Context: an optimization exercise on an open-source flow, tuned for a short achievable clock period and few clock cycles. The choices shown serve that exercise and are no tape-out recipe. No activity file was given, so power comes from the tool's default toggle rates.

==> run Y: inputs <==
==> flow/design.v (excerpt) <==
module cr16_core #(
    parameter logic [15:0] P_RESET_VECTOR = 16'h0000
) (
    input  logic        I_CLK,
    input  logic        I_NRESET,
    input  logic        mem_ack,
    input  logic [15:0] mem_rdata,
    output logic        mem_req,
    output logic        mem_we,
    output logic [15:0] mem_addr,
    output logic [15:0] mem_wdata,
    output logic [4:0]  status_flags
);
make LEC_CHECK=0 CAP_MARGIN=20 CORE_MARGIN=2 CORE_UTILIZATION=50 SETUP_SLACK_MARGIN=3.7 SLEW_MARGIN=20 SYNTH_HIERARCHICAL=1 SYNTH_MINIMUM_KEEP_SIZE=0 finish   # period 6.0 ns
run.sh (not shown) runs the stock make flow with config.mk's settings and CLKGATE_MAP_FILE= SYNTH_SCRIPT=/design/flow/synth_recipe.tcl, a recipe that flattens the netlist after the stock synthesis.
==> run A: changes against run Y <==
--- a/flow/design.v
+++ b/flow/design.v
@@ -132,42 +132,41 @@
     end
     assign result = ({16{sel[0] & ~sub}} & sum_a) | ({16{sel[0] & sub}} & sum_s)
                     | ({16{sel[1]}} & ga) | ({16{sel[2]}} & ta)
                     | ({16{sel[3]}} & pa) | ({16{pass}} & b);
 endmodule
-module cr16_carry #(
-    parameter int W = 16
-) (
-    input  logic         cin,
-    input  logic [W-1:0] p,
-    input  logic [W-1:0] g,
-    output logic [W:0]   c
+module cr16_carry (
+    input  logic        cin,
+    input  logic [15:0] p,
+    input  logic [15:0] g,
+    output logic [16:0] c
 );
-    localparam int L = (W + 1 <= 8) ? 3 : ((W + 1 <= 16) ? 4 : 5);
-    logic [W:0] gg [L+1];
-    logic [W:0] pp [L+1];
+    logic [16:0] gg [6];
+    logic [16:0] pp [6];
     assign gg[0] = {g, cin};
     assign pp[0] = {p, 1'b0};
     genvar l, k;
     generate
-        for (l = 0; l < L; l++) begin : lvl
-            for (k = 0; k <= W; k++) begin : pos
+        for (l = 0; l < 5; l++) begin : lvl
+            for (k = 0; k < 17; k++) begin : pos
                 if (k >= (1 << l)) begin : comb
                     assign gg[l+1][k] = gg[l][k] | (pp[l][k] & gg[l][k - (1 << l)]);
                     assign pp[l+1][k] = pp[l][k] & pp[l][k - (1 << l)];
                 end else begin : pass_through
                     assign gg[l+1][k] = gg[l][k];
                     assign pp[l+1][k] = pp[l][k];
                 end
             end
         end
     endgenerate
-    assign c = gg[L];
+    assign c = gg[5];
 endmodule
 module cr16_decoder (
     input  logic [15:0] instr,
     input  logic [4:0]  flags,
+    output logic [15:0] rsel_a,    
+    output logic [15:0] rsel_b,    
     output logic        imm_sel,
     output logic [15:0] imm,
     output logic        sub,
     output logic [3:0]  sel,       
     output logic        pass,
@@ -228,10 +227,16 @@
     logic [3:0] op, ext;
     logic       alu;
     assign op  = instr[15:12];
     assign ext = instr[7:4];
     always_comb begin
+        for (int i = 0; i < 16; i++) begin
+            rsel_a[i] = instr[11:8] == 4'(i);
+            rsel_b[i] = instr[3:0] == 4'(i);
+        end
+    end
+    always_comb begin
         alu    = 1'b1;
         sub    = 1'b0;
         sel    = 4'b0001;
         wflags = 1'b0;
         case (op)
@@ -296,94 +301,24 @@
             default: taken = 1'b0;
         endcase
         taken = taken && op == OP_BCOND;
     end
 endmodule
-module cr16_dest_decode (
-    input  logic [15:0] instr,
-    output logic [15:0] dest
-);
-localparam integer FLAG_C = 0;
-localparam integer FLAG_L = 1;
-localparam integer FLAG_F = 2;
-localparam integer FLAG_Z = 3;
-localparam integer FLAG_N = 4;
-localparam logic [3:0] ST_FETCH      = 4'd0;
-localparam logic [3:0] ST_FETCH_WAIT = 4'd1;
-localparam logic [3:0] ST_DECODE     = 4'd2;
-localparam logic [3:0] ST_EXEC       = 4'd3;
-localparam logic [3:0] ST_MEM        = 4'd4;
-localparam logic [3:0] ST_MEM_WAIT   = 4'd5;
-localparam logic [3:0] COND_EQ = 4'b0000;
-localparam logic [3:0] COND_NE = 4'b0001;
-localparam logic [3:0] COND_CS = 4'b0010;
-localparam logic [3:0] COND_CC = 4'b0011;
-localparam logic [3:0] COND_FS = 4'b0100;
-localparam logic [3:0] COND_FC = 4'b0101;
-localparam logic [3:0] COND_LT = 4'b0110;
-localparam logic [3:0] COND_LO = 4'b1000;
-localparam logic [3:0] COND_GE = 4'b1011;
-localparam logic [3:0] COND_HS = 4'b1101;
-localparam logic [3:0] COND_UC = 4'b1110;
-localparam logic [2:0] ALU_ADD  = 3'd0;
-localparam logic [2:0] ALU_SUB  = 3'd1;
-localparam logic [2:0] ALU_AND  = 3'd2;
-localparam logic [2:0] ALU_OR   = 3'd3;
-localparam logic [2:0] ALU_XOR  = 3'd4;
-localparam logic [2:0] ALU_PASS = 3'd5;
-localparam logic [3:0] OP_EXT   = 4'b0000;
-localparam logic [3:0] OP_ADDI  = 4'b0001;
-localparam logic [3:0] OP_SUBI  = 4'b0100;
-localparam logic [3:0] OP_CMPI  = 4'b0101;
-localparam logic [3:0] OP_ANDI  = 4'b0111;
-localparam logic [3:0] OP_ORI   = 4'b1000;
-localparam logic [3:0] OP_XORI  = 4'b1001;
-localparam logic [3:0] OP_MOVIL = 4'b1010;
-localparam logic [3:0] OP_MOVIU = 4'b1011;
-localparam logic [3:0] OP_BCOND = 4'b1100;
-localparam logic [3:0] OP_MEM   = 4'b1111;
-localparam logic [3:0] EXT_ADD   = 4'b0000;
-localparam logic [3:0] EXT_SUB   = 4'b0011;
-localparam logic [3:0] EXT_CMP   = 4'b0100;
-localparam logic [3:0] EXT_AND   = 4'b0110;
-localparam logic [3:0] EXT_OR    = 4'b0111;
-localparam logic [3:0] EXT_XOR   = 4'b1000;
-localparam logic [3:0] EXT_MOV   = 4'b0001;
-localparam logic [3:0] EXT_LOAD  = 4'b1010;
-localparam logic [3:0] EXT_STORE = 4'b1011;
-    logic [3:0] op, ext;
-    logic       wreg;
-    assign op  = instr[15:12];
-    assign ext = instr[7:4];
-    always_comb begin
-        case (op)
-            OP_EXT: wreg = ext == EXT_ADD || ext == EXT_SUB || ext == EXT_AND
-                           || ext == EXT_OR || ext == EXT_XOR;
-            OP_ADDI, OP_SUBI, OP_ANDI, OP_ORI, OP_XORI, OP_MOVIL, OP_MOVIU: wreg = 1'b1;
-            OP_MEM: wreg = ext == EXT_MOV;
-            default: wreg = 1'b0;
-        endcase
-        for (int i = 0; i < 16; i++) begin
-            dest[i] = wreg && instr[11:8] == 4'(i);
-        end
-    end
-endmodule
 module cr16_regfile (
     input  logic        I_CLK,
     input  logic        I_NRESET,
     input  logic [15:0] ld_we,
     input  logic [15:0] ld_data,
     input  logic [15:0] fwd_sel,
-    input  logic [15:0] view_sel,
     input  logic [15:0] fwd_data,
-    input  logic [3:0]  raddr_a,
-    input  logic [3:0]  raddr_b,
+    input  logic [15:0] rsel_a,
+    input  logic [15:0] rsel_b,
     output logic [15:0] rdata_a,
     output logic [15:0] rdata_b
 );
     logic [15:0] regs [16];
-    logic [255:0] view;
+    logic [15:0] view [16];
     always_ff @(posedge I_CLK or negedge I_NRESET) begin
         if (!I_NRESET) begin
             for (int i = 0; i < 16; i++) begin
                 regs[i] <= '0;
             end
@@ -396,70 +331,31 @@
                 end
             end
         end
     end
     always_comb begin
+        rdata_a = '0;
+        rdata_b = '0;
         for (int i = 0; i < 16; i++) begin
-            view[16*i +: 16] = view_sel[i] ? fwd_data : regs[i];
-        end
-    end
-    cr16_read_port u_read_a (.addr(raddr_a), .view(view), .data(rdata_a));
-    cr16_read_port u_read_b (.addr(raddr_b), .view(view), .data(rdata_b));
-endmodule
-module cr16_read_port (
-    input  logic [3:0]   addr,
-    input  logic [255:0] view,
-    output logic [15:0]  data
-);
-    logic [15:0] lvl1 [4];
-    always_comb begin
-        for (int k = 0; k < 4; k++) begin
-            case (addr[1:0])
-                2'd0: lvl1[k] = view[16*(4*k+0) +: 16];
-                2'd1: lvl1[k] = view[16*(4*k+1) +: 16];
-                2'd2: lvl1[k] = view[16*(4*k+2) +: 16];
-                default: lvl1[k] = view[16*(4*k+3) +: 16];
-            endcase
+            view[i] = fwd_sel[i] ? fwd_data : regs[i];
+            rdata_a = rdata_a | ({16{rsel_a[i]}} & view[i]);
+            rdata_b = rdata_b | ({16{rsel_b[i]}} & view[i]);
         end
-        case (addr[3:2])
-            2'd0: data = lvl1[0];
-            2'd1: data = lvl1[1];
-            2'd2: data = lvl1[2];
-            default: data = lvl1[3];
-        endcase
     end
 endmodule
 module cr16_branch_target (
     input  logic [15:0] pc,
     input  logic [7:0]  imm8,
     output logic [15:0] tgt
 );
-    logic [15:0] p16, g16, unused;
-    logic [8:0]  c, c_up, c_dn;
-    logic [7:0]  p, g, hi, hi_up, hi_dn, thi, hi_c1, hi_c0;
-    cr16_bit_xor u_xor (.a({8'd0, pc[7:0]}), .b({8'd0, imm8}), .y(p16));
-    cr16_bit_and u_and (.a({8'd0, pc[7:0]}), .b({8'd0, imm8}), .y(g16), .yn(unused));
-    assign p = p16[7:0];
-    assign g = g16[7:0];
-    cr16_carry #(.W(8)) u_lo (.cin(1'b1), .p(p), .g(g), .c(c));
-    assign hi = pc[15:8];
-    cr16_carry #(.W(8)) u_up (.cin(1'b1), .p(hi), .g(8'd0), .c(c_up));
-    cr16_carry #(.W(8)) u_dn (.cin(1'b0), .p(~hi), .g(hi), .c(c_dn));
-    assign hi_up = hi ^ c_up[7:0];
-    assign hi_dn = ~hi ^ c_dn[7:0];
-    assign hi_c1 = imm8[7] ? hi : hi_up;
-    assign hi_c0 = imm8[7] ? hi_dn : hi;
-    cr16_mux8 u_hi (.s(c[8]), .a(hi_c1), .b(hi_c0), .y(thi));
-    assign tgt = {thi, p ^ c[7:0]};
-endmodule
-module cr16_mux8 (
-    input  logic       s,
-    input  logic [7:0] a,
-    input  logic [7:0] b,
-    output logic [7:0] y
-);
-    assign y = s ? a : b;
+    logic [15:0] disp, p, g;
+    logic [16:0] c;
+    assign disp = {{8{imm8[7]}}, imm8};
+    assign p    = pc ^ disp;
+    assign g    = pc & disp;
+    cr16_carry u_carry (.cin(1'b1), .p(p), .g(g), .c(c));
+    assign tgt = p ^ c[15:0];
 endmodule
 module cr16_operands (
     input  logic [15:0] rf_a,
     input  logic [15:0] rf_b,
     input  logic        imm_sel,
@@ -467,29 +363,14 @@
     output logic [15:0] b,
     output logic [15:0] pa,    
     output logic [15:0] ga,    
     output logic [15:0] gs     
 );
-    assign b = imm_sel ? imm : rf_b;
-    cr16_bit_xor u_xor (.a(rf_a), .b(b), .y(pa));
-    cr16_bit_and u_and (.a(rf_a), .b(b), .y(ga), .yn(gs));
-endmodule
-module cr16_bit_xor (
-    input  logic [15:0] a,
-    input  logic [15:0] b,
-    output logic [15:0] y
-);
-    assign y = a ^ b;
-endmodule
-module cr16_bit_and (
-    input  logic [15:0] a,
-    input  logic [15:0] b,
-    output logic [15:0] y,     
-    output logic [15:0] yn     
-);
-    assign y  = a & b;
-    assign yn = a & ~b;
+    assign b  = imm_sel ? imm : rf_b;
+    assign pa = rf_a ^ b;
+    assign ga = rf_a & b;
+    assign gs = rf_a & ~b;
 endmodule
 module cr16_core #(
     parameter logic [15:0] P_RESET_VECTOR = 16'h0000
 ) (
     input  logic        I_CLK,
@@ -568,41 +449,39 @@
     logic        x_load, x_store, x_jump, x_next;   
     logic [3:0]  x_sel;
     logic [15:0] d_imm, d_b, d_pa, d_ga, d_gs, d_tgt;
     logic        d_imm_sel, d_sub, d_pass, d_wreg, d_wflags, d_load, d_store, d_taken;
     logic [3:0]  d_sel;
+    logic [15:0] rsel_a, rsel_b;
     logic [15:0] rf_a, rf_b;
     logic [15:0] alu_result;
     logic [4:0]  alu_flags;
     logic [15:0] next_pc;
     logic [15:0] pc_inc;
     logic [16:0] inc_c;
-    logic [15:0] res;         
+    logic [15:0] res;
     logic [15:0] res_sel;     
-    logic [15:0] view_sel;    
     logic [3:0]  ld_rd;
     logic [15:0] ld_we;
     assign done = mem_req && mem_ack;
     cr16_decoder u_decoder (
         .instr(mem_rdata), .flags(status_flags),
-        .imm_sel(d_imm_sel), .imm(d_imm),
+        .rsel_a(rsel_a), .rsel_b(rsel_b), .imm_sel(d_imm_sel), .imm(d_imm),
         .sub(d_sub), .sel(d_sel), .pass(d_pass), .wreg(d_wreg), .wflags(d_wflags),
         .load(d_load), .store(d_store), .taken(d_taken)
     );
     cr16_regfile u_regfile (
         .I_CLK(I_CLK), .I_NRESET(I_NRESET),
         .ld_we(ld_we), .ld_data(iw),
-        .fwd_sel(res_sel), .view_sel(view_sel), .fwd_data(res),
-        .raddr_a(mem_rdata[11:8]), .raddr_b(mem_rdata[3:0]),
+        .fwd_sel(res_sel), .fwd_data(res),
+        .rsel_a(rsel_a), .rsel_b(rsel_b),
         .rdata_a(rf_a), .rdata_b(rf_b)
     );
     cr16_operands u_operands (
         .rf_a(rf_a), .rf_b(rf_b), .imm_sel(d_imm_sel), .imm(d_imm),
         .b(d_b), .pa(d_pa), .ga(d_ga), .gs(d_gs)
     );
-    logic [15:0] d_dest;
-    cr16_dest_decode u_dest (.instr(mem_rdata), .dest(d_dest));
     cr16_branch_target u_target (.pc(pc), .imm8(mem_rdata[7:0]), .tgt(d_tgt));
     always_ff @(posedge I_CLK or negedge I_NRESET) begin
         if (!I_NRESET) begin
             iw       <= '0;
             op_a     <= '0;
@@ -666,23 +545,13 @@
             pc           <= P_RESET_VECTOR;
             status_flags <= '0;
             ld_rd        <= '0;
             res          <= '0;
             res_sel      <= '0;
-            view_sel     <= '0;
         end else begin
             exec    <= done && tx_fetch;
             ld_pend <= done && !tx_fetch && tx_load;
-            res     <= alu_result;
-            for (int i = 0; i < 16; i++) begin
-                res_sel[i] <= exec && x_wreg && iw[11:8] == 4'(i);
-            end
-            if (done && tx_fetch) begin
-                view_sel <= d_dest;
-            end else if (!exec) begin
-                view_sel <= '0;
-            end
             if (done) begin
                 mem_req <= 1'b0;
                 pend    <= 1'b1;
             end else if (pend && !mem_ack) begin
                 mem_req <= 1'b1;
@@ -697,10 +566,14 @@
             if (exec) begin
                 pc <= next_pc;
                 if (x_wflags) begin
                     status_flags <= alu_flags;
                 end
+                res <= alu_result;
+                for (int i = 0; i < 16; i++) begin
+                    res_sel[i] <= x_wreg && iw[11:8] == 4'(i);
+                end
                 tx_fetch  <= !(x_load || x_store);
                 tx_load   <= x_load;
                 ld_rd     <= iw[11:8];
                 mem_we    <= x_store;
                 mem_addr  <= ({16{x_store}} & op_a) | ({16{x_load}} & op_b)
==> run Z: changes against run Y <==
--- a/flow/design.v
+++ b/flow/design.v
@@ -296,13 +296,13 @@
             default: taken = 1'b0;
         endcase
         taken = taken && op == OP_BCOND;
     end
 endmodule
-module cr16_dest_decode (
-    input  logic [15:0] instr,
-    output logic [15:0] dest
+module cr16_imm_select (
+    input  logic [3:0] op,
+    output logic       imm_sel
 );
 localparam integer FLAG_C = 0;
 localparam integer FLAG_L = 1;
 localparam integer FLAG_F = 2;
 localparam integer FLAG_Z = 3;
@@ -348,37 +348,29 @@
 localparam logic [3:0] EXT_OR    = 4'b0111;
 localparam logic [3:0] EXT_XOR   = 4'b1000;
 localparam logic [3:0] EXT_MOV   = 4'b0001;
 localparam logic [3:0] EXT_LOAD  = 4'b1010;
 localparam logic [3:0] EXT_STORE = 4'b1011;
-    logic [3:0] op, ext;
-    logic       wreg;
-    assign op  = instr[15:12];
-    assign ext = instr[7:4];
     always_comb begin
         case (op)
-            OP_EXT: wreg = ext == EXT_ADD || ext == EXT_SUB || ext == EXT_AND
-                           || ext == EXT_OR || ext == EXT_XOR;
-            OP_ADDI, OP_SUBI, OP_ANDI, OP_ORI, OP_XORI, OP_MOVIL, OP_MOVIU: wreg = 1'b1;
-            OP_MEM: wreg = ext == EXT_MOV;
-            default: wreg = 1'b0;
+            OP_ADDI, OP_SUBI, OP_CMPI, OP_ANDI, OP_ORI, OP_XORI, OP_MOVIL, OP_MOVIU:
+                imm_sel = 1'b1;
+            default: imm_sel = 1'b0;
         endcase
-        for (int i = 0; i < 16; i++) begin
-            dest[i] = wreg && instr[11:8] == 4'(i);
-        end
     end
 endmodule
 module cr16_regfile (
     input  logic        I_CLK,
     input  logic        I_NRESET,
     input  logic [15:0] ld_we,
     input  logic [15:0] ld_data,
     input  logic [15:0] fwd_sel,
-    input  logic [15:0] view_sel,
     input  logic [15:0] fwd_data,
     input  logic [3:0]  raddr_a,
     input  logic [3:0]  raddr_b,
+    input  logic        imm_sel,
+    input  logic [15:0] imm,
     output logic [15:0] rdata_a,
     output logic [15:0] rdata_b
 );
     logic [15:0] regs [16];
     logic [255:0] view;
@@ -397,15 +389,17 @@
             end
         end
     end
     always_comb begin
         for (int i = 0; i < 16; i++) begin
-            view[16*i +: 16] = view_sel[i] ? fwd_data : regs[i];
+            view[16*i +: 16] = fwd_sel[i] ? fwd_data : regs[i];
         end
     end
     cr16_read_port u_read_a (.addr(raddr_a), .view(view), .data(rdata_a));
-    cr16_read_port u_read_b (.addr(raddr_b), .view(view), .data(rdata_b));
+    cr16_read_port_imm u_read_b (
+        .addr(raddr_b), .imm_sel(imm_sel), .imm(imm), .view(view), .data(rdata_b)
+    );
 endmodule
 module cr16_read_port (
     input  logic [3:0]   addr,
     input  logic [255:0] view,
     output logic [15:0]  data
@@ -426,10 +420,35 @@
             2'd2: data = lvl1[2];
             default: data = lvl1[3];
         endcase
     end
 endmodule
+module cr16_read_port_imm (
+    input  logic [3:0]   addr,
+    input  logic         imm_sel,
+    input  logic [15:0]  imm,
+    input  logic [255:0] view,
+    output logic [15:0]  data
+);
+    logic [15:0] lvl1 [4];
+    logic [3:0]  hsel;
+    always_comb begin
+        for (int k = 0; k < 4; k++) begin
+            case (addr[1:0])
+                2'd0: lvl1[k] = view[16*(4*k+0) +: 16];
+                2'd1: lvl1[k] = view[16*(4*k+1) +: 16];
+                2'd2: lvl1[k] = view[16*(4*k+2) +: 16];
+                default: lvl1[k] = view[16*(4*k+3) +: 16];
+            endcase
+            hsel[k] = addr[3:2] == 2'(k) && !imm_sel;
+        end
+        data = {16{imm_sel}} & imm;
+        for (int k = 0; k < 4; k++) begin
+            data = data | ({16{hsel[k]}} & lvl1[k]);
+        end
+    end
+endmodule
 module cr16_branch_target (
     input  logic [15:0] pc,
     input  logic [7:0]  imm8,
     output logic [15:0] tgt
 );
@@ -459,19 +478,15 @@
 );
     assign y = s ? a : b;
 endmodule
 module cr16_operands (
     input  logic [15:0] rf_a,
-    input  logic [15:0] rf_b,
-    input  logic        imm_sel,
-    input  logic [15:0] imm,
-    output logic [15:0] b,
+    input  logic [15:0] b,
     output logic [15:0] pa,    
     output logic [15:0] ga,    
     output logic [15:0] gs     
 );
-    assign b = imm_sel ? imm : rf_b;
     cr16_bit_xor u_xor (.a(rf_a), .b(b), .y(pa));
     cr16_bit_and u_and (.a(rf_a), .b(b), .y(ga), .yn(gs));
 endmodule
 module cr16_bit_xor (
     input  logic [15:0] a,
@@ -552,11 +567,10 @@
 localparam logic [3:0] EXT_STORE = 4'b1011;
     logic        pend;        
     logic        tx_fetch;    
     logic        tx_load;     
     logic        exec;        
-    logic        ld_pend;     
     logic        done;
     logic [15:0] pc;          
     logic [15:0] iw;          
     logic [15:0] op_a;        
     logic [15:0] op_b;        
@@ -568,41 +582,40 @@
     logic        x_load, x_store, x_jump, x_next;   
     logic [3:0]  x_sel;
     logic [15:0] d_imm, d_b, d_pa, d_ga, d_gs, d_tgt;
     logic        d_imm_sel, d_sub, d_pass, d_wreg, d_wflags, d_load, d_store, d_taken;
     logic [3:0]  d_sel;
-    logic [15:0] rf_a, rf_b;
+    logic [15:0] rf_a;
+    logic        r_imm_sel;   
     logic [15:0] alu_result;
     logic [4:0]  alu_flags;
     logic [15:0] next_pc;
     logic [15:0] pc_inc;
     logic [16:0] inc_c;
     logic [15:0] res;         
     logic [15:0] res_sel;     
-    logic [15:0] view_sel;    
     logic [3:0]  ld_rd;
-    logic [15:0] ld_we;
+    logic [15:0] ld_we;       
     assign done = mem_req && mem_ack;
     cr16_decoder u_decoder (
         .instr(mem_rdata), .flags(status_flags),
         .imm_sel(d_imm_sel), .imm(d_imm),
         .sub(d_sub), .sel(d_sel), .pass(d_pass), .wreg(d_wreg), .wflags(d_wflags),
         .load(d_load), .store(d_store), .taken(d_taken)
     );
+    cr16_imm_select u_imm_select (.op(mem_rdata[15:12]), .imm_sel(r_imm_sel));
     cr16_regfile u_regfile (
         .I_CLK(I_CLK), .I_NRESET(I_NRESET),
         .ld_we(ld_we), .ld_data(iw),
-        .fwd_sel(res_sel), .view_sel(view_sel), .fwd_data(res),
+        .fwd_sel(res_sel), .fwd_data(res),
         .raddr_a(mem_rdata[11:8]), .raddr_b(mem_rdata[3:0]),
-        .rdata_a(rf_a), .rdata_b(rf_b)
+        .imm_sel(r_imm_sel), .imm(d_imm),
+        .rdata_a(rf_a), .rdata_b(d_b)
     );
     cr16_operands u_operands (
-        .rf_a(rf_a), .rf_b(rf_b), .imm_sel(d_imm_sel), .imm(d_imm),
-        .b(d_b), .pa(d_pa), .ga(d_ga), .gs(d_gs)
+        .rf_a(rf_a), .b(d_b), .pa(d_pa), .ga(d_ga), .gs(d_gs)
     );
-    logic [15:0] d_dest;
-    cr16_dest_decode u_dest (.instr(mem_rdata), .dest(d_dest));
     cr16_branch_target u_target (.pc(pc), .imm8(mem_rdata[7:0]), .tgt(d_tgt));
     always_ff @(posedge I_CLK or negedge I_NRESET) begin
         if (!I_NRESET) begin
             iw       <= '0;
             op_a     <= '0;
@@ -645,44 +658,35 @@
         .result(alu_result), .flags(alu_flags)
     );
     assign next_pc = x_jump ? tgt : pc;
     cr16_carry u_inc (.cin(1'b1), .p(pc), .g(16'd0), .c(inc_c));
     assign pc_inc = pc ^ inc_c[15:0];
-    always_comb begin
-        for (int i = 0; i < 16; i++) begin
-            ld_we[i] = ld_pend && ld_rd == 4'(i);
-        end
-    end
     always_ff @(posedge I_CLK or negedge I_NRESET) begin
         if (!I_NRESET) begin
             pend         <= 1'b1;
             tx_fetch     <= 1'b1;
             tx_load      <= 1'b0;
             exec         <= 1'b0;
-            ld_pend      <= 1'b0;
             mem_req      <= 1'b0;
             mem_we       <= 1'b0;
             mem_addr     <= P_RESET_VECTOR;
             mem_wdata    <= '0;
             pc           <= P_RESET_VECTOR;
             status_flags <= '0;
             ld_rd        <= '0;
+            ld_we        <= '0;
             res          <= '0;
             res_sel      <= '0;
-            view_sel     <= '0;
         end else begin
             exec    <= done && tx_fetch;
-            ld_pend <= done && !tx_fetch && tx_load;
+            for (int i = 0; i < 16; i++) begin
+                ld_we[i] <= done && !tx_fetch && tx_load && ld_rd == 4'(i);
+            end
             res     <= alu_result;
             for (int i = 0; i < 16; i++) begin
                 res_sel[i] <= exec && x_wreg && iw[11:8] == 4'(i);
             end
-            if (done && tx_fetch) begin
-                view_sel <= d_dest;
-            end else if (!exec) begin
-                view_sel <= '0;
-            end
             if (done) begin
                 mem_req <= 1'b0;
                 pend    <= 1'b1;
             end else if (pend && !mem_ack) begin
                 mem_req <= 1'b1;
==> qor summary <==
                                                                         run A                     run Y                      run Z
WP data required                                                       6510 ps                   6490 ps                    4800 ps
Run status                                    no timing/DRC/antenna violations  no timing/DRC/antenna violations  no timing/DRC/antenna violations
Routed wl met3                                                        7.633 mm                  9.644 mm                   8.369 mm
Number of placed instances with taps included                            3,081                     3,703                      3,027
Internal power summed over all cells                                  8.834 mW                  6.858 mW                   6.836 mW
Area of the multi-input gates                                       17,010 µm²                18,400 µm²                 16,390 µm²
Clock network power                                                    3.47 mW                   3.65 mW                    3.62 mW
Min-delay src                                              tx_load$_DFFE_PN0P_  mem_wdata[6]$_DFFE_PN0P_  mem_wdata[13]$_DFFE_PN0P_
Depth of the most critical reg-to-reg path                                   7                         6                         11
Min Tclk post-route                                                    2684 ps                   2572 ps                    2414 ps
Met1 Use GR                                                             0.4701                    0.4408                     0.4515
Capture instance of the worst register-to-register path     op_pa[6]$_DFF_PN0_        op_pa[3]$_DFF_PN0_          res[14]$_DFF_PN0_
Non-clock buffer total of the final layout                                 330                       286                        230
Clk Latency, worst-skew pair                                            630 ps                    650 ps                     620 ps
Area of the mapped netlist                                          27,860 µm²                32,060 µm²                 29,420 µm²
Slowest cell on crit path                                sky130_fd_sc_hd__ha_2  sky130_fd_sc_hd__dfrtp_4   sky130_fd_sc_hd__dfrtp_4
No run of this note included a check of the RTL's function; only the layout flow was run.

==> static timing again, ports no longer ideal <==
The flow's constraints put no driver on any port. The routed layouts listed below were extracted and timed again, unchanged, in two steps.
Step 1 sets driving cells, clkbuf_16 on the clock port and buf_2 on the other inputs (assumed; they add their load-dependent delay and slew).
Step 2, shift: input delay + t, output delay - t, t = (earliest + latest rising clock arrival at the registers) / 2. This alone moves slack from input paths to output paths.
Slacks: ideal / step 1 / step 2; pairs: ideal / step 1.
run	shift t [ns]	setup WS [ns]	hold slack, ns	latest minus earliest clock arrival (ns)
run Y	0.688	3.428 / 3.116 / 2.428	0.477 / 0.477 / 0.477	0.042 / 0.042
run A	0.673	3.317 / 3.313 / 2.640	0.504 / 0.504 / 0.504	0.025 / 0.025
run Z	0.677	3.586 / 3.522 / 2.886	0.505 / 0.505 / 0.505	0.018 / 0.019
After both steps setup and hold are still met in every run listed. For run Y, which loses most, drivers alone change the setup slack by -0.312 ns; drivers and shift together by -1.000 ns.
